This design comes from an exercise in tuning for small area, a short achievable clock period and few clock cycles per item on the open sky130 flow, not from production work.
No run shown here included a check of the RTL's function; only the layout flow was run.

### design/flow/constraint.sdc
create_clock -name core_clock -period 5.0 [get_ports {clk}]
set_input_delay 1.0000 -clock core_clock [delete_from_list [all_inputs] [get_ports {clk}]]
set_output_delay 1.0000 -clock core_clock [all_outputs]
set_load 0.01 [all_outputs]
### design/flow/config.mk
export PLATFORM = sky130hd
export DESIGN_NAME = sbox_subbytes_pipe
export DESIGN_NICKNAME = sbox_subbytes_pipe
export VERILOG_FILES = /design/flow/design.v
export SDC_FILE = /design/flow/constraint.sdc
export NUM_CORES = 4
export LEC_CHECK = 0
export ABC_AREA = 1
export CAP_MARGIN = 20
export CELL_PAD_IN_SITES_DETAIL_PLACEMENT = 0
export CELL_PAD_IN_SITES_GLOBAL_PLACEMENT = 1
export CORE_MARGIN = 2
export CORE_UTILIZATION = 60
export CTS_CLUSTER_DIAMETER = 100
export CTS_CLUSTER_SIZE = 30
export PLACE_DENSITY = 0.7
export SETUP_SLACK_MARGIN = 2.35
export SLEW_MARGIN = 20
### design/flow/design.v
package aes_sbox_pkg;
   typedef logic [7:0] byte_t;
endpackage
module sbox_lane_s1 (
   input  logic [7:0] in_byte,
   input  logic       inv,
   output logic [7:0] cut
);
   wire w_y0 = in_byte[0];
   wire w_y1 = in_byte[1];
   wire w_y2 = in_byte[2];
   wire w_y3 = in_byte[3];
   wire w_y4 = in_byte[4];
   wire w_y5 = in_byte[5];
   wire w_y6 = in_byte[6];
   wire w_y7 = in_byte[7];
   wire w_inv = inv;
   wire w_aix1 = w_y0 ^ w_y4;
   wire w_aix6 = w_y1 ^ w_y3;
   wire w_aix11 = w_aix1 ^ w_aix6;
   wire w_ai_T3 = w_aix11;
   wire w_afx10 = w_y1 ^ w_y7;
   wire w_af_T3 = w_afx10;
   wire w_T3 = w_inv ? w_ai_T3 : w_af_T3;
   wire w_aix3 = w_y6 ^ w_y7;
   wire w_ai_T2 = ~w_aix3;
   wire w_afx7 = w_y2 ^ w_y7;
   wire w_af_T2 = w_afx7;
   wire w_T2 = w_inv ? w_ai_T2 : w_af_T2;
   wire w_aix0 = w_y1 ^ w_y6;
   wire w_aix4 = w_y5 ^ w_aix0;
   wire w_aix14 = w_y3 ^ w_aix4;
   wire w_ai_T16 = ~w_aix14;
   wire w_afx0 = w_y1 ^ w_y3;
   wire w_afx1 = w_y2 ^ w_afx0;
   wire w_afx6 = w_y5 ^ w_afx1;
   wire w_af_T16 = w_afx6;
   wire w_T16 = w_inv ? w_ai_T16 : w_af_T16;
   wire w_aix5 = w_y3 ^ w_y4;
   wire w_ai_T1 = w_aix5;
   wire w_afx8 = w_y4 ^ w_y7;
   wire w_af_T1 = w_afx8;
   wire w_T1 = w_inv ? w_ai_T1 : w_af_T1;
   wire w_aix2 = w_y0 ^ w_y3;
   wire w_aix8 = w_aix0 ^ w_aix2;
   wire w_ai_T20 = ~w_aix8;
   wire w_afx2 = w_y5 ^ w_y6;
   wire w_afx3 = w_y7 ^ w_afx2;
   wire w_afx5 = w_y0 ^ w_afx3;
   wire w_af_T20 = w_afx5;
   wire w_T20 = w_inv ? w_ai_T20 : w_af_T20;
   wire w_aix10 = w_aix2 ^ w_aix3;
   wire w_ai_T10 = w_aix10;
   wire w_afx9 = w_y4 ^ w_afx3;
   wire w_afx11 = w_afx0 ^ w_afx9;
   wire w_af_T10 = w_afx11;
   wire w_T10 = w_inv ? w_ai_T10 : w_af_T10;
   wire w_aix13 = w_aix1 ^ w_aix4;
   wire w_ai_T17 = w_aix13;
   wire w_afx4 = w_y6 ^ w_afx1;
   wire w_afx12 = w_y0 ^ w_afx4;
   wire w_af_T17 = w_afx12;
   wire w_T17 = w_inv ? w_ai_T17 : w_af_T17;
   wire w_aix7 = w_y2 ^ w_y7;
   wire w_aix9 = w_aix0 ^ w_aix7;
   wire w_aix12 = w_aix1 ^ w_aix9;
   wire w_ai_T15 = ~w_aix12;
   wire w_af_T15 = w_afx4;
   wire w_T15 = w_inv ? w_ai_T15 : w_af_T15;
   assign cut[0] = w_T3;
   assign cut[1] = w_T2;
   assign cut[2] = w_T16;
   assign cut[3] = w_T1;
   assign cut[4] = w_T20;
   assign cut[5] = w_T10;
   assign cut[6] = w_T17;
   assign cut[7] = w_T15;
endmodule
module sbox_lane_s2 (
   input  logic [7:0] cut_in,
   output logic [11:0] cut_out
);
   wire w_a_T3 = cut_in[0];
   wire w_a_T2 = cut_in[1];
   wire w_a_T16 = cut_in[2];
   wire w_a_T1 = cut_in[3];
   wire w_a_T20 = cut_in[4];
   wire w_a_T10 = cut_in[5];
   wire w_a_T17 = cut_in[6];
   wire w_a_T15 = cut_in[7];
   wire w_ta0 = w_a_T10 ^ w_a_T15;
   wire w_T27 = w_ta0;
   wire w_ta3 = w_a_T2 ^ w_a_T1;
   wire w_T4 = w_ta3;
   wire w_ta11 = w_a_T17 ^ w_a_T15;
   wire w_U7 = w_ta11;
   wire w_T20 = w_a_T20;
   wire w_T10 = w_a_T10;
   wire w_T1 = w_a_T1;
   wire w_T3 = w_a_T3;
   wire w_ta4 = w_a_T16 ^ w_ta0;
   wire w_T6 = w_ta4;
   wire w_ta9 = w_a_T1 ^ w_a_T20;
   wire w_T19 = w_ta9;
   wire w_M4 = w_T19 & w_U7;
   wire w_ta5 = w_a_T3 ^ w_ta3;
   wire w_T13 = w_ta5;
   wire w_M1 = w_T13 & w_T6;
   wire w_M5 = w_M4 ^ w_M1;
   wire w_ta10 = w_a_T2 ^ w_a_T10;
   wire w_T24 = w_ta10;
   wire w_M17 = w_M5 ^ w_T24;
   wire w_T2 = w_a_T2;
   wire w_M14 = w_T2 & w_T10;
   wire w_T15 = w_a_T15;
   wire w_M11 = w_T1 & w_T15;
   wire w_M15 = w_M14 ^ w_M11;
   wire w_M21 = w_M17 ^ w_M15;
   wire w_T17 = w_a_T17;
   wire w_M9 = w_T20 & w_T17;
   wire w_T16 = w_a_T16;
   wire w_M6 = w_T3 & w_T16;
   wire w_M10 = w_M9 ^ w_M6;
   wire w_M19 = w_M10 ^ w_M15;
   wire w_ta8 = w_a_T20 ^ w_a_T17;
   wire w_T25 = w_ta8;
   wire w_M23 = w_M19 ^ w_T25;
   wire w_ta7 = w_a_T3 ^ w_a_T16;
   wire w_T26 = w_ta7;
   wire w_M8 = w_T26 ^ w_M6;
   wire w_ta1 = w_a_T3 ^ w_a_T20;
   wire w_T22 = w_ta1;
   wire w_ta2 = w_a_T16 ^ w_a_T17;
   wire w_T9 = w_ta2;
   wire w_M7 = w_T22 & w_T9;
   wire w_M18 = w_M8 ^ w_M7;
   wire w_M12 = w_T4 & w_T27;
   wire w_M13 = w_M12 ^ w_M11;
   wire w_M22 = w_M18 ^ w_M13;
   wire w_ta12 = w_a_T1 ^ w_a_T15;
   wire w_T14 = w_ta12;
   wire w_M3 = w_T14 ^ w_M1;
   wire w_ta13 = w_a_T2 ^ w_ta1;
   wire w_T23 = w_ta13;
   wire w_ta6 = w_a_T10 ^ w_ta2;
   wire w_T8 = w_ta6;
   wire w_M2 = w_T23 & w_T8;
   wire w_M16 = w_M3 ^ w_M2;
   wire w_M20 = w_M16 ^ w_M13;
   wire w_M25 = w_M22 & w_M20;
   wire w_M28 = w_M23 ^ w_M25;
   wire w_M27 = w_M20 ^ w_M21;
   wire w_M29 = w_M28 & w_M27;
   wire w_M37 = w_M21 ^ w_M29;
   wire w_M31 = w_M20 & w_M23;
   wire w_M32 = w_M27 & w_M31;
   wire w_M33 = w_M27 ^ w_M25;
   wire w_M38 = w_M32 ^ w_M33;
   wire w_M26 = w_M21 ^ w_M25;
   wire w_M24 = w_M22 ^ w_M23;
   wire w_M30 = w_M26 & w_M24;
   wire w_M39 = w_M23 ^ w_M30;
   wire w_M34 = w_M21 & w_M22;
   wire w_M35 = w_M24 & w_M34;
   wire w_M36 = w_M24 ^ w_M25;
   wire w_M40 = w_M35 ^ w_M36;
   assign cut_out[0] = w_T27;
   assign cut_out[1] = w_T4;
   assign cut_out[2] = w_U7;
   assign cut_out[3] = w_T20;
   assign cut_out[4] = w_T10;
   assign cut_out[5] = w_T1;
   assign cut_out[6] = w_T3;
   assign cut_out[7] = w_T6;
   assign cut_out[8] = w_M37;
   assign cut_out[9] = w_M38;
   assign cut_out[10] = w_M39;
   assign cut_out[11] = w_M40;
endmodule
module sbox_lane_s3 (
   input  logic [11:0] cut,
   output logic [9:0] held
);
   wire w_r_T27 = cut[0];
   wire w_r_T4 = cut[1];
   wire w_r_U7 = cut[2];
   wire w_r_T20 = cut[3];
   wire w_r_T10 = cut[4];
   wire w_r_T1 = cut[5];
   wire w_r_T3 = cut[6];
   wire w_r_T6 = cut[7];
   wire w_r_M37 = cut[8];
   wire w_r_M38 = cut[9];
   wire w_r_M39 = cut[10];
   wire w_r_M40 = cut[11];
   wire w_s2_M39 = w_r_M39;
   wire w_s2_M40 = w_r_M40;
   wire w_M44 = w_s2_M39 ^ w_s2_M40;
   wire w_tb4 = w_r_T4 ^ w_r_T3;
   wire w_s2_T13 = w_tb4;
   wire w_M55 = w_M44 & w_s2_T13;
   wire w_s2_T6 = w_r_T6;
   wire w_M46 = w_M44 & w_s2_T6;
   wire w_tb3 = w_r_U7 ^ w_r_T6;
   wire w_s2_T8 = w_tb3;
   wire w_M47 = w_s2_M40 & w_s2_T8;
   wire w_rb0 = w_M46 ^ w_M47;
   wire w_rb6 = w_M55 ^ w_rb0;
   wire w_s2_M37 = w_r_M37;
   wire w_M42 = w_s2_M37 ^ w_s2_M39;
   wire w_tb2 = w_r_T27 ^ w_r_T10;
   wire w_s2_T15 = w_tb2;
   wire w_M52 = w_M42 & w_s2_T15;
   wire w_s2_M38 = w_r_M38;
   wire w_tb1 = w_r_T20 ^ w_r_T3;
   wire w_s2_T22 = w_tb1;
   wire w_M59 = w_s2_M38 & w_s2_T22;
   wire w_rb3 = w_M52 ^ w_M59;
   wire w_tb5 = w_r_T20 ^ w_r_T1;
   wire w_s2_T19 = w_tb5;
   wire w_M57 = w_s2_M39 & w_s2_T19;
   wire w_M41 = w_s2_M38 ^ w_s2_M40;
   wire w_tb0 = w_r_T4 ^ w_r_T1;
   wire w_s2_T2 = w_tb0;
   wire w_M63 = w_M41 & w_s2_T2;
   wire w_rb4 = w_M57 ^ w_M63;
   wire w_rb7 = w_rb3 ^ w_rb4;
   wire w_rb12 = w_rb6 ^ w_rb7;
   wire w_s2_T10 = w_r_T10;
   wire w_M54 = w_M41 & w_s2_T10;
   wire w_M43 = w_s2_M37 ^ w_s2_M38;
   wire w_s2_T3 = w_r_T3;
   wire w_M58 = w_M43 & w_s2_T3;
   wire w_M45 = w_M42 ^ w_M41;
   wire w_s2_T4 = w_r_T4;
   wire w_M62 = w_M45 & w_s2_T4;
   wire w_rb2 = w_M58 ^ w_M62;
   wire w_rb5 = w_M54 ^ w_rb2;
   wire w_tb8 = w_r_T10 ^ w_tb3;
   wire w_s2_T9 = w_tb8;
   wire w_M50 = w_s2_M38 & w_s2_T9;
   wire w_tb7 = w_r_U7 ^ w_tb2;
   wire w_s2_T17 = w_tb7;
   wire w_M51 = w_s2_M37 & w_s2_T17;
   wire w_rb20 = w_M50 ^ w_M51;
   wire w_rb33 = w_rb5 ^ w_rb20;
   wire w_rb37 = w_rb12 ^ w_rb33;
   wire w_R0 = w_rb37;
   wire w_s2_T27 = w_r_T27;
   wire w_M53 = w_M45 & w_s2_T27;
   wire w_rb32 = w_M53 ^ w_rb2;
   wire w_rb35 = w_rb12 ^ w_rb32;
   wire w_R1 = w_rb35;
   wire w_tb9 = w_tb0 ^ w_tb1;
   wire w_s2_T23 = w_tb9;
   wire w_M56 = w_s2_M40 & w_s2_T23;
   wire w_rb10 = w_M53 ^ w_M56;
   wire w_rb18 = w_M50 ^ w_M52;
   wire w_rb21 = w_M62 ^ w_rb18;
   wire w_tb6 = w_r_T27 ^ w_r_T6;
   wire w_s2_T16 = w_tb6;
   wire w_M49 = w_M43 & w_s2_T16;
   wire w_rb23 = w_M49 ^ w_rb4;
   wire w_rb27 = w_rb21 ^ w_rb23;
   wire w_rb34 = w_rb10 ^ w_rb27;
   wire w_R2 = ~w_rb34;
   wire w_s2_T1 = w_r_T1;
   wire w_M61 = w_M42 & w_s2_T1;
   wire w_rb1 = w_M50 ^ w_M61;
   wire w_rb8 = w_M49 ^ w_rb1;
   wire w_rb15 = w_rb6 ^ w_rb8;
   wire w_rb30 = w_rb4 ^ w_rb15;
   wire w_R3 = w_rb30;
   wire w_rb38 = w_M56 ^ w_M62;
   wire w_rb41 = w_rb15 ^ w_rb38;
   wire w_R4 = w_rb41;
   wire w_s2_U7 = w_r_U7;
   wire w_M48 = w_s2_M39 & w_s2_U7;
   wire w_rb9 = w_M46 ^ w_M48;
   wire w_rb14 = w_rb9 ^ w_rb10;
   wire w_rb19 = w_rb7 ^ w_rb14;
   wire w_rb13 = w_M51 ^ w_rb1;
   wire w_rb24 = w_M58 ^ w_rb13;
   wire w_rb25 = w_rb19 ^ w_rb24;
   wire w_R5 = w_rb25;
   wire w_rb11 = w_rb3 ^ w_rb5;
   wire w_rb22 = w_M61 ^ w_rb9;
   wire w_rb28 = w_rb11 ^ w_rb22;
   wire w_R6 = w_rb28;
   wire w_rb39 = w_rb0 ^ w_rb13;
   wire w_rb40 = w_rb11 ^ w_rb39;
   wire w_R7 = ~w_rb40;
   wire w_rb17 = w_M52 ^ w_M53;
   wire w_rb31 = w_rb0 ^ w_rb17;
   wire w_R8 = w_rb31;
   wire w_rb16 = w_rb5 ^ w_rb14;
   wire w_s2_T20 = w_r_T20;
   wire w_M60 = w_s2_M37 & w_s2_T20;
   wire w_rb26 = w_M57 ^ w_M60;
   wire w_rb29 = w_rb8 ^ w_rb26;
   wire w_rb36 = w_rb16 ^ w_rb29;
   wire w_R9 = w_rb36;
   assign held[0] = w_R0;
   assign held[1] = w_R1;
   assign held[2] = w_R2;
   assign held[3] = w_R3;
   assign held[4] = w_R4;
   assign held[5] = w_R5;
   assign held[6] = w_R6;
   assign held[7] = w_R7;
   assign held[8] = w_R8;
   assign held[9] = w_R9;
endmodule
module sbox_lane_out (
   input  logic [9:0] held,
   input  logic       inv,
   output logic [7:0] out_byte
);
   wire w_R0 = held[0];
   wire w_R1 = held[1];
   wire w_R2 = held[2];
   wire w_R3 = held[3];
   wire w_R4 = held[4];
   wire w_R5 = held[5];
   wire w_R6 = held[6];
   wire w_R7 = held[7];
   wire w_R8 = held[8];
   wire w_R9 = held[9];
   wire w_invq = inv;
   wire w_lzp0 = w_R0 ^ w_R7;
   wire w_lz0 = ~w_lzp0;
   wire w_ls0 = w_R2 ^ w_R5;
   wire w_o0 = w_invq ? w_lz0 : w_ls0;
   wire w_lzp1 = w_R1 ^ w_R3;
   wire w_lz1 = w_lzp1;
   wire w_ls1 = w_R7 ^ w_R8;
   wire w_o1 = w_invq ? w_lz1 : w_ls1;
   wire w_lzp2 = w_R7;
   wire w_lz2 = ~w_lzp2;
   wire w_ls2 = w_R9;
   wire w_o2 = w_invq ? w_lz2 : w_ls2;
   wire w_lzp3 = w_R5;
   wire w_lz3 = w_lzp3;
   wire w_ls3 = w_R1 ^ w_R5;
   wire w_o3 = w_invq ? w_lz3 : w_ls3;
   wire w_lzp4 = w_R6;
   wire w_lz4 = w_lzp4;
   wire w_ls4 = w_R4;
   wire w_o4 = w_invq ? w_lz4 : w_ls4;
   wire w_lzp5 = w_R8 ^ w_R9;
   wire w_lz5 = w_lzp5;
   wire w_ls5 = w_R2 ^ w_R9;
   wire w_o5 = w_invq ? w_lz5 : w_ls5;
   wire w_lzp6 = w_R1 ^ w_R9;
   wire w_lz6 = w_lzp6;
   wire w_ls6 = w_R2 ^ w_R3;
   wire w_o6 = w_invq ? w_lz6 : w_ls6;
   wire w_lzp7 = w_R0 ^ w_R3;
   wire w_lz7 = w_lzp7;
   wire w_ls7 = w_R4 ^ w_R8;
   wire w_o7 = w_invq ? w_lz7 : w_ls7;
   assign out_byte[0] = w_o0;
   assign out_byte[1] = w_o1;
   assign out_byte[2] = w_o2;
   assign out_byte[3] = w_o3;
   assign out_byte[4] = w_o4;
   assign out_byte[5] = w_o5;
   assign out_byte[6] = w_o6;
   assign out_byte[7] = w_o7;
endmodule
module sbox_subbytes_pipe
#(
   parameter int N_BYTES = 16
) (
   input  logic                 clk,
   input  logic                 rst_n,
   input  logic                 in_valid,
   output logic                 in_ready,
   input  logic [8*N_BYTES-1:0] in_data,
   input  logic                 in_inv,
   output logic                 out_valid,
   input  logic                 out_ready,
   output logic [8*N_BYTES-1:0] out_data,
   output logic                 out_inv,
   output logic                 busy
);
   localparam int DW = 8*N_BYTES;
   localparam int NA = 8;    
   localparam int NB = 12;    
   localparam int NS = 10;    
   logic                  vld0_q, vld1_q, vld2_q;
   logic                  inv0_q;
   logic [1:0]            inv1_q;    
   logic [3:0]            inv2_q;    
   logic [N_BYTES-1:0]    lane_inv;
   logic [N_BYTES*NA-1:0] a_d, a_q;
   logic [N_BYTES*NB-1:0] b_d, b_q;
   logic [N_BYTES*NS-1:0] sub_d, sub_q;
   logic                  adv;
   assign adv = !vld2_q || out_ready;
   generate
      for (genvar i = 0; i < N_BYTES; i++) begin : g_lane
         sbox_lane_s1 u_s1 (
            .in_byte (in_data[8*i +: 8]),
            .inv     (in_inv),
            .cut     (a_d[NA*i +: NA])
         );
         sbox_lane_s2 u_s2 (
            .cut_in  (a_q[NA*i +: NA]),
            .cut_out (b_d[NB*i +: NB])
         );
         sbox_lane_s3 u_s3 (
            .cut      (b_q[NB*i +: NB]),
            .held     (sub_d[NS*i +: NS])
         );
         sbox_lane_out u_out (
            .held     (sub_q[NS*i +: NS]),
            .inv      (lane_inv[i]),
            .out_byte (out_data[8*i +: 8])
         );
      end
   endgenerate
   always_ff @(posedge clk) begin
      if (!rst_n) begin
         vld0_q <= 1'b0;
         vld1_q <= 1'b0;
         vld2_q <= 1'b0;
      end else begin
         if (adv) vld0_q <= in_valid;
         if (adv) vld1_q <= vld0_q;
         if (adv) vld2_q <= vld1_q;
      end
      if (adv) begin
         a_q    <= a_d;
         inv0_q <= in_inv;
      end
      if (adv) begin
         b_q    <= b_d;
         inv1_q <= {~inv0_q, inv0_q};
      end
      if (adv) begin
         sub_q  <= sub_d;
         inv2_q <= {~inv1_q[1], inv1_q[1], ~inv1_q[0], inv1_q[0]};
      end
   end
   assign in_ready  = adv;
   assign out_valid = vld2_q;
   for (genvar i = 0; i < N_BYTES; i++) begin : g_mode
      assign lane_inv[i] = (((i / 4) % 4) == 0) ? inv2_q[0] :
                           (((i / 4) % 4) == 1) ? ~inv2_q[1] :
                           (((i / 4) % 4) == 2) ? ~inv2_q[2] : inv2_q[3];
   end
   assign out_inv   = inv2_q[0];
   assign busy      = vld0_q | vld1_q | vld2_q;
endmodule
### design/flow/standard.sh
#!/bin/bash
# synth_recipe.tcl (not shown) runs the flow's synth.tcl, then flattens the netlist and writes it again
# the make line also repeats each setting of config.mk as NAME=value (left out here)
make -C /OpenROAD-flow-scripts/flow DESIGN_CONFIG=/design/flow/config.mk WORK_HOME=/design/flow/orfs CLKGATE_MAP_FILE= SYNTH_SCRIPT=/design/flow/synth_recipe.tcl "${@:-finish}"
### design/flow/flow/abc.script
strash
&get -n
&dch -f
&nf -R 1000
&put
topo
stime -c
### design/flow/flow/run.sh
#!/bin/bash
# Own flow: the standard layout (standard.sh) with two changes:
#  - synthesis maps the logic with flow/abc.script in place of ORFS's abc_area.script
#    (registers, flattening and renaming are the standard synthesis's);
#  - the port buffers that the standard flow inserts are sky130_fd_sc_hd__buf_2 cells
#    instead of the tool's default pick.
# Each step's full output goes to its own log file in this folder.
set -euo pipefail
cd "$(dirname "$0")/.."
rm -rf myscripts
cp -r "$FLOW_HOME/scripts" myscripts
cp flow/abc.script myscripts/abc_area.script
bash standard.sh SCRIPTS_DIR="$PWD/myscripts" synth > synth.log 2>&1
bash standard.sh BUFFER_PORTS_ARGS="-buffer_cell sky130_fd_sc_hd__buf_2" finish > layout.log 2>&1
==> results of run 1 <==
-- critical path: stages, from the launching register on --
cell	delay, ns
edfxtp_1	0.39
buf_6	0.16
buf_12	0.17
mux2i_2	0.26
xnor2_2	0.17
buf_2	0.18
-- Yosys cell counts --
| library cell | number | area [µm²] |
|---|---|---|
| nor2b_1 | 7 | 43.8 |
| nand2_1 | 475 | 1780 |
| mux2i_1 | 46 | 460 |
| buf_4 | 128 | 961 |
| nor2_1 | 192 | 721 |
| xnor2_1 | 1050 | 9200 |
| dfxtp_1 | 3 | 60.1 |
| clkinv_1 | 8 | 30.0 |
| o21a_1 | 1 | 7.51 |
| nand2b_1 | 39 | 244 |
| ha_1 | 48 | 601 |
| edfxtp_1 | 487 | 14600 |
| mux2_1 | 32 | 360 |
| o21ai_0 | 122 | 611 |
| a31oi_1 | 16 | 100 |
| xor2_1 | 812 | 7110 |
| a21oi_1 | 103 | 515 |
| or3_1 | 1 | 6.26 |
| and2_0 | 16 | 100 |
| a21boi_0 | 11 | 82.6 |
-- per-layer routing --
layer	vias up	wire length (µm)	GRT usage
li1	12100	-	-
met1	11400	34500	0.304
met2	327	38600	0.412
met3	68	2620	0.0203
met4	0	1130	0.0402
met5	-	0	0
-- worst paths after layout --
path,to,slack [ns],cells past startpoint
max,out_data[101],2.10,5
min,inv1_q[0],0.48,0
max reg2reg,sub_q[76],2.50,7
min reg2reg,inv1_q[0],0.48,0
-- timing repair --
item,4_1_cts,5_1_grt
gates resized for setup,205,142
buffers inserted,25,10
setup endpoints to repair,130,152
cloned,18,5
pin swaps,47,32
-- cell type report --
class                           count  share of cell area
Clock inverter                     10             0.00281
Timing Repair Buffer              328              0.0621
Tap cell                          837              0.0247
Sequential cell                   490               0.347
Multi-Input combinational cell   2971               0.548
Clock buffer                       26              0.0134
Timing Repair inverter              4             0.00142
Inverter                            8             0.00133
-- flip-flops by register name, indices dropped and copies added (netlist names) --
name and count:
inv1_q 2, inv0_q 1, sub_q 160, vld2_q 1
b_q 192, vld0_q 1, a_q 128, vld1_q 1
inv2_q 4
-- cell usage in the layout (no fill, tap or decap), types with 13 or more instances in the layout --
master     count
mux2i_1       34
buf_12        15
o21ai_0      116
xnor2_1     1017
a21oi_2       41
buf_6         45
nor2_1       140
a21oi_1       49
a31oi_1       16
buf_4         14
nor2_4        48
buf_16        14
xnor2_2       31
nand2b_1      31
clkbuf_16     27
buf_2        232
mux2_4        16
a21oi_4       13
mux2_1        16
ha_1          48
xor2_1       807
and2_0        16
edfxtp_1     487
nand2_1      468
-- cells by family (layout without fill, tap and decap cells) --
family / after synthesis / in the layout / synth area share
buf+inv: 136 / 376 / 0.0263
simple gates: 730 / 730 / 0.0770
xor+xnor: 1862 / 1862 / 0.434
mux: 78 / 78 / 0.0218
fa+ha+maj: 48 / 48 / 0.0160
flops: 490 / 490 / 0.390
compound gates: 253 / 253 / 0.0350
==> flow_metrics.tcl, run 1 <==
set metrics [dict create \
    antennaDiodeCount 0 \
    portBuffers 264 \
    row_count 91 \
    htreeDepth 1 \
    coreArea_um2 61800 \
    hold_path_class "register to register" \
    hp-start "inv0_q" \
    dp.final_hpwl_um 55500 \
    grt_overflow 0 \
    syn_area_per_cell_um2 10.5 \
    place_area_um2 39200 \
    routed_wl_um 76800 \
    dp.cells 4580 \
    holdWs_ns 0.480 \
    cts_tree "done" \
    antenna_left 0 \
    slew_headroom 0.341 \
    stdcell_count 4674 \
    drtIter0Drc 1181 \
    worstReg2RegStart "b_q[93]" \
    die_area_um2 64700 \
    yosysWarnings 1 \
    finalCritPeriodShare 0.579 \
    ys_seq_area_frac 0.390 \
    cts_hold_buf 0 \
    finalSetupViolCount 0 \
    cap_violations 0 \
    grt_pass1_vias 23900 \
    numCtsBuffers 22 \
    drive_gt1_frac 0.145 \
    drc 0 \
    worstSkewPairLatency_ns 0.60 \
    syn2layout_area_growth_pct 12.6 \
    cts.sinks 490 \
    status "finished clean" \
    startpoint "inv2_q[3]" \
    slew_viol_final 0 \
    rsz0062_at_grt "true" \
    period_minus_slack_ns 2.90 \
    syn_area_um2 37600 \
    grt_use_total 0.229 \
    clockBufferDepth 3 \
    syn_nets 3778 \
    die_x_um 254 \
    tightest_slew_ns 0.988 \
    ys_ff_latch 490 \
    grt_pass1_wl_um 120000 \
    fill_cells 4756 \
    utilization 0.685 \
    synth_cell_types 20 \
    grt_max_degree 158 \
    place_congestion 0.890 \
    setup_tns_ns 0 \
    path_clk_slew_ns 0.11 \
    synthCells 3597 \
    dr_total_vias 23900 \
    worst_setup_path_start_kind "register" \
    required_ns 4.00 \
    hold_viol_final 0 \
    setup_slack_ns 2.10 \
    fin_skew_ns 0.0498 \
    die_h_um 254 \
    path_max_fanout 7 \
    nNetsFinal 4006 \
    initial_core_util 0.608 \
    clock.fmax_mhz 345 \
    firstDrtPassIters 6 \
    pre_cts_ws_ns 1.80 \
    finish.instance_area_um2 42400 \
    seqCellArea_um2 14700 \
    crit_type "register to output port" \
    multi_input_area_um2 23200 \
    worstSetupEndpointType "output port" \
    root_buffer "clkbuf_16" \
    grt_antenna_before_repair 0 \
    avgViaCountPerCell 5.11 \
    io_pins 265 \
    crit_arrival_ns 1.90 \
    wire_per_inst_um 16.4 \
]
==> inputs of run 2 (changes only) <==
--- a/design/flow/config.mk
+++ b/design/flow/config.mk
@@ -16,3 +16,3 @@
 export PLACE_DENSITY = 0.7
-export SETUP_SLACK_MARGIN = 2.35
+export SETUP_SLACK_MARGIN = 2.25
 export SLEW_MARGIN = 20
==> flow_metrics.tcl, run 2 <==
set metrics [dict create \
    clock.fmax_mhz 336 \
    finalCritPeriodShare 0.596 \
    finalSetupViolCount 0 \
    grt_max_degree 202 \
    tightest_slew_ns 1.08 \
    path_max_fanout 6 \
    netlist.top_cell.by_area "edfxtp_1" \
    syn_area_per_cell_um2 10.5 \
    grt_overflow 0 \
    drtIter0Drc 1072 \
    grt_pass1_wl_um 122000 \
    die_area_um2 64700 \
    yosysMostFrequentCell "xnor2_1" \
    hold_path_class "register to register" \
    period_minus_slack_ns 2.98 \
    antenna_left 0 \
    dp.final_hpwl_um 54600 \
    hp-start "inv1_q[0]" \
    grt_use_total 0.232 \
    synthTopCellsByArea "edfxtp_1 (39%), xnor2_1 (24%), xor2_1 (19%)" \
    cap_violations 0 \
    wire_per_inst_um 16.7 \
    fin_skew_ns 0.0268 \
    dr_total_vias 24000 \
    min_delay_worst_endpoint "inv2_q[0]" \
    slew_headroom 0.277 \
    dp.cells 4578 \
    holdWs_ns 0.479 \
    drc 0 \
    place_area_um2 39200 \
    hold_viol_final 0 \
    htreeDepth 1 \
    root_buffer "clkbuf_16" \
    largest_reg_flops 192 \
    mostFrequentLayoutCell "xnor2_1" \
    largest_registers "b_q: 192 flops, sub_q: 160 flops, a_q: 128 flops" \
    nNetsFinal 4003 \
    r2r_setup_slack_ns 2.45 \
    synthArstFlopShare 0 \
    cts_tree "done" \
    finish.instance_area_um2 42700 \
    initial_core_util 0.608 \
    synth_ff_type "edfxtp_1" \
    path_clk_slew_ns 0.11 \
    mostFrequentLayoutCells "xnor2_1 (1024), xor2_1 (812), edfxtp_1 (487)" \
    synth_top_area_share 0.389 \
    synth_edf_count 487 \
    row_count 91 \
    slew_viol_final 0 \
    setup_slack_ns 2.02 \
    clockBufferDepth 3 \
    crit_type "register to output port" \
    coreArea_um2 61800 \
    status "finished clean" \
    drive_gt1_frac 0.146 \
    syn_nets 3778 \
    grt_pass1_vias 24400 \
    cts_hold_buf 0 \
    routed_wl_um 77900 \
    ys_ff_latch 490 \
    cts.sinks 490 \
    portBuffers 264 \
    synthCells 3597 \
    pre_cts_ws_ns 1.91 \
    syn_area_um2 37600 \
    die_x_um 254 \
    worstReg2RegStart "b_q[81]" \
    syn2layout_area_growth_pct 13.4 \
    rr_endpoint "sub_q[69]" \
    numCtsBuffers 25 \
    die_h_um 254 \
    crit_arrival_ns 1.98 \
    setup_tns_ns 0 \
    ys_top_cells_by_count "xnor2_1 (1050), xor2_1 (812), edfxtp_1 (487), nand2_1 (475), nor2_1 (192)" \
    firstDrtPassIters 5 \
    yosysWarnings 1 \
    stdcell_count 4677 \
    grt_antenna_before_repair 5 \
    reg2regPathDepth 7 \
    ys_seq_area_frac 0.390 \
    utilization 0.690 \
    hold_depth 0 \
    worstSetupEndpointType "output port" \
    largest-register "b_q" \
    synth_cell_types 20 \
    worstSkewPairLatency_ns 0.61 \
    avgViaCountPerCell 5.13 \
    worst_setup_path_start_kind "register" \
    io_pins 265 \
    rsz0062_at_grt "true" \
    place_congestion 0.879 \
    required_ns 4.00 \
]
[run 2: cell counts after synthesis]
Identical to the previous run, type by type.
[run 2: timing repair]
item / 4_1_cts / 5_1_grt
gates resized for setup: 203 / 187
pin swaps: 29 / 45
hold endpoints to repair: 0 / 0
cloned: 25 / 4
setup buffers: 17 / 8
setup endpoints to repair: 130 / 139
[run 2: cell type report]
type | count | area (µm²)
antenna | 2 | 5.00
clock buffer | 28 | 637
clock inverter | 15 | 208
fill | 4670 | 19200
inverter | 8 | 56.3
multi-input combinational | 2971 | 23300
sequential | 490 | 14700
tap | 837 | 1050
timing repair buffer | 323 | 2690
timing repair inverter | 3 | 48.8
[run 2: routing by layer]
metal / up-vias / global-route usage / share of wire
li1: 12100 / - / -
met1: 11400 / 0.295 / 0.44
met2: 371 / 0.420 / 0.50
met3: 101 / 0.0268 / 0.036
met4: 2 / 0.0585 / 0.023
met5: - / 0 / 0.00018
[run 2: cells by family after synthesis]
| kind of cell | synth area share |
|---|---|
| and+or+nand+nor | 0.0770 |
| DFF | 0.390 |
| xor gates and xnor gates | 0.434 |
| adders and majority gates | 0.0160 |
| muxes | 0.0218 |
| buffers and inverters | 0.0263 |
| AOI/OAI and AO/OA | 0.0350 |
[run 2: critical path, stage by stage, from the launching register on]
cell and delay [ns]:
edfxtp_1 0.46, buf_12 0.16, buf_12 0.14, mux2i_4 0.19, xnor2_2 0.23, buf_2 0.18
[run 2: how the worst max path moves through the flow]
stage | start | endpoint | slack, ns | cells after the start
after floorplan | out_ready | in_ready | 1.90 | 2
after global placement | out_ready | in_ready | 1.93 | 4
after detailed placement | out_ready | in_ready | 1.91 | 4
after CTS | inv2_q[3] | out_data[101] | 2.00 | 5
after global routing | inv2_q[3] | out_data[101] | 1.96 | 5
final | inv2_q[3] | out_data[101] | 2.02 | 5
==> inputs of run 3 (changes only) <==
--- a/design/flow/design.v
+++ b/design/flow/design.v
@@ -17,54 +17,46 @@
    wire w_inv = inv;
-   wire w_aix1 = w_y0 ^ w_y4;
-   wire w_aix6 = w_y1 ^ w_y3;
-   wire w_aix11 = w_aix1 ^ w_aix6;
-   wire w_ai_T3 = w_aix11;
-   wire w_afx10 = w_y1 ^ w_y7;
-   wire w_af_T3 = w_afx10;
-   wire w_T3 = w_inv ? w_ai_T3 : w_af_T3;
-   wire w_aix3 = w_y6 ^ w_y7;
-   wire w_ai_T2 = ~w_aix3;
-   wire w_afx7 = w_y2 ^ w_y7;
-   wire w_af_T2 = w_afx7;
-   wire w_T2 = w_inv ? w_ai_T2 : w_af_T2;
-   wire w_aix0 = w_y1 ^ w_y6;
-   wire w_aix4 = w_y5 ^ w_aix0;
-   wire w_aix14 = w_y3 ^ w_aix4;
-   wire w_ai_T16 = ~w_aix14;
-   wire w_afx0 = w_y1 ^ w_y3;
-   wire w_afx1 = w_y2 ^ w_afx0;
-   wire w_afx6 = w_y5 ^ w_afx1;
-   wire w_af_T16 = w_afx6;
-   wire w_T16 = w_inv ? w_ai_T16 : w_af_T16;
-   wire w_aix5 = w_y3 ^ w_y4;
-   wire w_ai_T1 = w_aix5;
-   wire w_afx8 = w_y4 ^ w_y7;
-   wire w_af_T1 = w_afx8;
-   wire w_T1 = w_inv ? w_ai_T1 : w_af_T1;
-   wire w_aix2 = w_y0 ^ w_y3;
-   wire w_aix8 = w_aix0 ^ w_aix2;
-   wire w_ai_T20 = ~w_aix8;
-   wire w_afx2 = w_y5 ^ w_y6;
-   wire w_afx3 = w_y7 ^ w_afx2;
-   wire w_afx5 = w_y0 ^ w_afx3;
-   wire w_af_T20 = w_afx5;
-   wire w_T20 = w_inv ? w_ai_T20 : w_af_T20;
-   wire w_aix10 = w_aix2 ^ w_aix3;
-   wire w_ai_T10 = w_aix10;
-   wire w_afx9 = w_y4 ^ w_afx3;
-   wire w_afx11 = w_afx0 ^ w_afx9;
-   wire w_af_T10 = w_afx11;
-   wire w_T10 = w_inv ? w_ai_T10 : w_af_T10;
-   wire w_aix13 = w_aix1 ^ w_aix4;
-   wire w_ai_T17 = w_aix13;
-   wire w_afx4 = w_y6 ^ w_afx1;
-   wire w_afx12 = w_y0 ^ w_afx4;
-   wire w_af_T17 = w_afx12;
-   wire w_T17 = w_inv ? w_ai_T17 : w_af_T17;
-   wire w_aix7 = w_y2 ^ w_y7;
-   wire w_aix9 = w_aix0 ^ w_aix7;
-   wire w_aix12 = w_aix1 ^ w_aix9;
-   wire w_ai_T15 = ~w_aix12;
-   wire w_af_T15 = w_afx4;
-   wire w_T15 = w_inv ? w_ai_T15 : w_af_T15;
+   wire w_ai2 = w_y1 ^ w_y4;
+   wire w_ai7 = w_y6 ^ w_ai2;
+   wire w_ya7 = w_ai7;
+   wire w_U0 = w_inv ? w_ya7 : w_y7;
+   wire w_ai3 = w_y3 ^ w_y6;
+   wire w_ai4 = w_y0 ^ w_ai3;
+   wire w_ya1 = w_ai4;
+   wire w_U6 = w_inv ? w_ya1 : w_y1;
+   wire w_T3 = w_U0 ^ w_U6;
+   wire w_ai6 = w_y7 ^ w_ai2;
+   wire w_ya2 = ~w_ai6;
+   wire w_U5 = w_inv ? w_ya2 : w_y2;
+   wire w_T2 = w_U0 ^ w_U5;
+   wire w_ai0 = w_y0 ^ w_y5;
+   wire w_ai10 = w_y2 ^ w_ai0;
+   wire w_ya3 = w_ai10;
+   wire w_U4 = w_inv ? w_ya3 : w_y3;
+   wire w_T5 = w_U4 ^ w_U6;
+   wire w_ai1 = w_y2 ^ w_y7;
+   wire w_ai11 = w_y4 ^ w_ai1;
+   wire w_ya5 = w_ai11;
+   wire w_U2 = w_inv ? w_ya5 : w_y5;
+   wire w_T12 = w_U2 ^ w_U5;
+   wire w_T16 = w_T5 ^ w_T12;
+   wire w_ai5 = w_y1 ^ w_ai3;
+   wire w_ya4 = w_ai5;
+   wire w_U3 = w_inv ? w_ya4 : w_y4;
+   wire w_T1 = w_U0 ^ w_U3;
+   wire w_ai8 = w_y3 ^ w_ai0;
+   wire w_ya6 = w_ai8;
+   wire w_U1 = w_inv ? w_ya6 : w_y6;
+   wire w_T7 = w_U1 ^ w_U2;
+   wire w_ai9 = w_y5 ^ w_ai1;
+   wire w_ya0 = ~w_ai9;
+   wire w_U7 = w_inv ? w_ya0 : w_y0;
+   wire w_T18 = w_U3 ^ w_U7;
+   wire w_T19 = w_T7 ^ w_T18;
+   wire w_T20 = w_T1 ^ w_T19;
+   wire w_T6 = w_T1 ^ w_T5;
+   wire w_T10 = w_T6 ^ w_T7;
+   wire w_T9 = w_U7 ^ w_T7;
+   wire w_T17 = w_T9 ^ w_T16;
+   wire w_T11 = w_U1 ^ w_U5;
+   wire w_T15 = w_T5 ^ w_T11;
    assign cut[0] = w_T3;
@@ -391,6 +383,3 @@
    logic                  vld0_q, vld1_q, vld2_q;
-   logic                  inv0_q;
-   logic [1:0]            inv1_q;    
-   logic [3:0]            inv2_q;    
-   logic [N_BYTES-1:0]    lane_inv;
+   logic                  inv0_q, inv1_q, inv2_q;
    logic [N_BYTES*NA-1:0] a_d, a_q;
@@ -417,3 +406,3 @@
             .held     (sub_q[NS*i +: NS]),
-            .inv      (lane_inv[i]),
+            .inv      (inv2_q),
             .out_byte (out_data[8*i +: 8])
@@ -438,3 +427,3 @@
          b_q    <= b_d;
-         inv1_q <= {~inv0_q, inv0_q};
+         inv1_q <= inv0_q;
       end
@@ -442,3 +431,3 @@
          sub_q  <= sub_d;
-         inv2_q <= {~inv1_q[1], inv1_q[1], ~inv1_q[0], inv1_q[0]};
+         inv2_q <= inv1_q;
       end
@@ -447,8 +436,3 @@
    assign out_valid = vld2_q;
-   for (genvar i = 0; i < N_BYTES; i++) begin : g_mode
-      assign lane_inv[i] = (((i / 4) % 4) == 0) ? inv2_q[0] :
-                           (((i / 4) % 4) == 1) ? ~inv2_q[1] :
-                           (((i / 4) % 4) == 2) ? ~inv2_q[2] : inv2_q[3];
-   end
-   assign out_inv   = inv2_q[0];
+   assign out_inv   = inv2_q;
    assign busy      = vld0_q | vld1_q | vld2_q;
==> design/flow/flow/abc.script (replaced) <==
strash
dch
map -D 3000
topo
stime -c
buffer -c
upsize -c
dnsize -c
--- a/design/flow/config.mk
+++ b/design/flow/config.mk
@@ -12,7 +12,5 @@
 export CORE_MARGIN = 2
-export CORE_UTILIZATION = 60
-export CTS_CLUSTER_DIAMETER = 100
-export CTS_CLUSTER_SIZE = 30
-export PLACE_DENSITY = 0.7
-export SETUP_SLACK_MARGIN = 2.25
+export CORE_UTILIZATION = 55
+export PLACE_DENSITY = 0.66
+export SETUP_SLACK_MARGIN = 2.2
 export SLEW_MARGIN = 20
==> flow_metrics.tcl, run 3 <==
set metrics [dict create \
    root_buffer "clkbuf_16" \
    hold_depth 0 \
    synthAdderAreaFrac 0.0151 \
    portBuffers 264 \
    ys_seq_area_frac 0.367 \
    rsz0062_at_grt "true" \
    synthMuxAreaShare 0.000252 \
    path_max_fanout 9 \
    synthArstFlopShare 0 \
    synth_compound_area_frac 0.0591 \
    seqCellArea_um2 14600 \
    worstSetupEndpointType "output port" \
    finish.instance_area_um2 43800 \
    finalCritPeriodShare 0.591 \
    synth_top_family_by_area "XOR/XNOR gates" \
    crit_arrival_ns 1.95 \
    die_h_um 273 \
    worstSkewPairLatency_ns 0.62 \
    dp.cells 5374 \
    grt_pass1_vias 25800 \
    routed_wl_um 81800 \
    slew_headroom 0.369 \
    clockBufferDepth 3 \
    min_delay_worst_endpoint "inv1_q" \
    grt_overflow 0 \
    yosysMostFrequentCell "xor2_1" \
    grt_pass1_wl_um 131000 \
    netlist.top_cell.by_area "edfxtp_1" \
    mostFrequentLayoutCell "xor2_1" \
    syn_nets 4513 \
    place_area_um2 41200 \
    synth_edf_count 483 \
    cap_violations 0 \
    syn_area_per_cell_um2 9.17 \
    io_pins 265 \
    multi_input_area_um2 22900 \
    mostFrequentLayoutCells "xor2_1 (959), xnor2_1 (632), nand2_1 (627)" \
    numCtsBuffers 55 \
    path_clk_slew_ns 0.06 \
    crit_buf_inv 4 \
    stdcell_count 5501 \
    synthTopCellsByArea "edfxtp_1 (37%), xor2_1 (21%), xnor2_1 (14%)" \
    drive_gt1_frac 0.131 \
    ys_top_cells_by_count "xor2_1 (962), nand2_1 (652), xnor2_1 (635), edfxtp_1 (483), inv_1 (344)" \
    yosysWarnings 1 \
    crit_top_cell "buf_12" \
    cp_top_family "buffers and inverters" \
    path_cells "buf_12, inv_16, buf_12, nand2_4, nand2_2, xor2_2, buf_2" \
    dr_total_vias 26600 \
    syn_area_um2 39700 \
    period_minus_slack_ns 2.95 \
    wire_per_inst_um 14.9 \
    grt_use_total 0.217 \
    largest-register "b_q" \
    status "finished clean" \
    initial_core_util 0.556 \
    hp-start "inv0_q" \
    synth_ff_type "edfxtp_1" \
    drc 0 \
    required_ns 4.00 \
    ys_ff_latch 486 \
    largest_reg_flops 192 \
    clock.fmax_mhz 338 \
    synth_top_area_share 0.365 \
    row_count 98 \
    cts_hold_buf 0 \
    r2r_setup_slack_ns 2.55 \
    slew_viol_final 0 \
    hold_path_class "register to register" \
    hold_viol_final 0 \
    die_x_um 273 \
    cts_tree "done" \
    finalSetupViolCount 0 \
    rr_endpoint "sub_q[77]" \
    fill_cells 6327 \
    synth_xor_area_frac 0.375 \
    fin_skew_ns 0.0244 \
    reg2regPathDepth 10 \
    grt_antenna_before_repair 10 \
    htreeDepth 2 \
    die_area_um2 74400 \
    drtIter0Drc 1193 \
    crit_type "register to output port" \
    nNetsFinal 4686 \
    tightest_slew_ns 0.947 \
    synth_cell_types 36 \
    coreArea_um2 71500 \
    antenna_left 0 \
    place_congestion 0.854 \
    synthCells 4332 \
    syn2layout_area_growth_pct 10.3 \
    utilization 0.613 \
    synth_simple_gate_area_share 0.120 \
    cts.sinks 486 \
    largest_registers "b_q: 192 flops, sub_q: 160 flops, a_q: 128 flops" \
    max_stage_delay_ns 0.41 \
    setup_tns_ns 0 \
    avgViaCountPerCell 4.84 \
    worstReg2RegStart "b_q[93]" \
    firstDrtPassIters 5 \
    dp.final_hpwl_um 58600 \
    grt_max_degree 154 \
    worst_setup_path_start_kind "register" \
    slowest_stage "edfxtp_1" \
]
-- run 3: cells by family after synthesis --
kind of cell / count (synthesis)
XOR/XNOR: 1652
AND/OR/NAND/NOR: 1161
buffers and inverters: 541
flip-flops: 486
AO/OA/AOI/OAI: 443
adder cells (fa/ha/maj): 48
multiplexers: 1
-- run 3: cell type report --
type | instances | share of cell area
timing repair inverter | 2 | 0.000628
inverter | 359 | 0.0312
tap | 950 | 0.0271
antenna | 2 | 0.000114
clock inverter | 41 | 0.0104
clock buffer | 60 | 0.0323
multi-input combinational | 3305 | 0.521
sequential | 486 | 0.332
timing repair buffer | 296 | 0.0444
-- run 3: per-stage QoR --
| stage | setup slack [ns] | hold WS, ns |
|---|---|---|
| 3_5_place_dp | 1.93 | 0.430 |
| 5_1_grt | 1.94 | 0.444 |
| 4_1_cts | 1.97 | 0.444 |
| 2_1_floorplan | -3.82 | 0.400 |
| 6_report | 2.05 | 0.439 |
| 3_3_place_gp | 1.93 | 0.406 |
-- run 3: worst max-delay path by stage --
stage | depth (start not counted) | start | to | slack (ns)
2_1_floorplan | 2 | out_ready | a_q[0] | -3.82
3_3_place_gp | 7 | in_inv | a_q[36] | 1.93
3_5_place_dp | 7 | in_inv | a_q[36] | 1.93
4_1_cts | 7 | inv2_q | out_data[21] | 1.97
5_1_grt | 7 | inv2_q | out_data[109] | 1.94
6_report | 7 | inv2_q | out_data[21] | 2.05
-- run 3: worst reg2reg max path, stage by stage (launching register included) --
cell and delay, ns:
edfxtp_1 0.52, xnor2_1 0.37, inv_1 0.11, nand2_1 0.09
nand3_1 0.13, inv_1 0.12, nand2_1 0.06, nand2_1 0.13
xor2_2 0.23, xor2_1 0.27, xor2_1 0.25
-- run 3: what timing repair did --
action                                  4_1_cts  5_1_grt
endpoints found under the setup margin      129      130
hold endpoints to repair                      0        0
resized for setup                            91       18
setup buffers                                 6        5
pin swaps                                    14        0
cloned                                       10        3
-- run 3: metal layers --
metal  part of all wire  track usage  vias up
met5             0.0012            0        -
li1                   -            -    14000
met4              0.026       0.0606       14
met2               0.49        0.379      376
met1               0.44        0.274    12000
met3              0.046       0.0402      132

static timing again, ports no longer ideal:
The flow's constraints put no driver on any port. The routed layouts listed below were extracted and timed again, unchanged, in two steps.
Step 1 sets driving cells, clkbuf_16 on the clock port and buf_2 on the other inputs (assumed; they add their load-dependent delay and slew).
Step 2 adds t to the input delays and takes it off the output delays; t is the mean of the earliest and latest rising clock arrival at the registers after step 1. Input paths then give back, and output paths get back, about the clock's delay inside the block.
Slacks: no drivers / after step 1 / after step 2; pairs: no drivers / after step 1.
| run | t (ns) | slack for setup (ns) | clock arrival spread, ns | slew at the worst register clock pin (ns) |
|---|---|---|---|---|
| run 1 | 0.646 | 2.103 / 2.039 / 2.281 | 0.054 / 0.054 | 0.12 / 0.12 |
| run 2 | 0.663 | 2.022 / 1.957 / 2.182 | 0.028 / 0.029 | 0.11 / 0.11 |
| run 3 | 0.673 | 2.045 / 1.981 / 1.894 | 0.026 / 0.027 | 0.06 / 0.06 |
After both steps setup and hold are still met in every run listed. The setup slack of run 3, which loses most, moves by -0.064 ns with the drivers and by -0.151 ns with both steps.
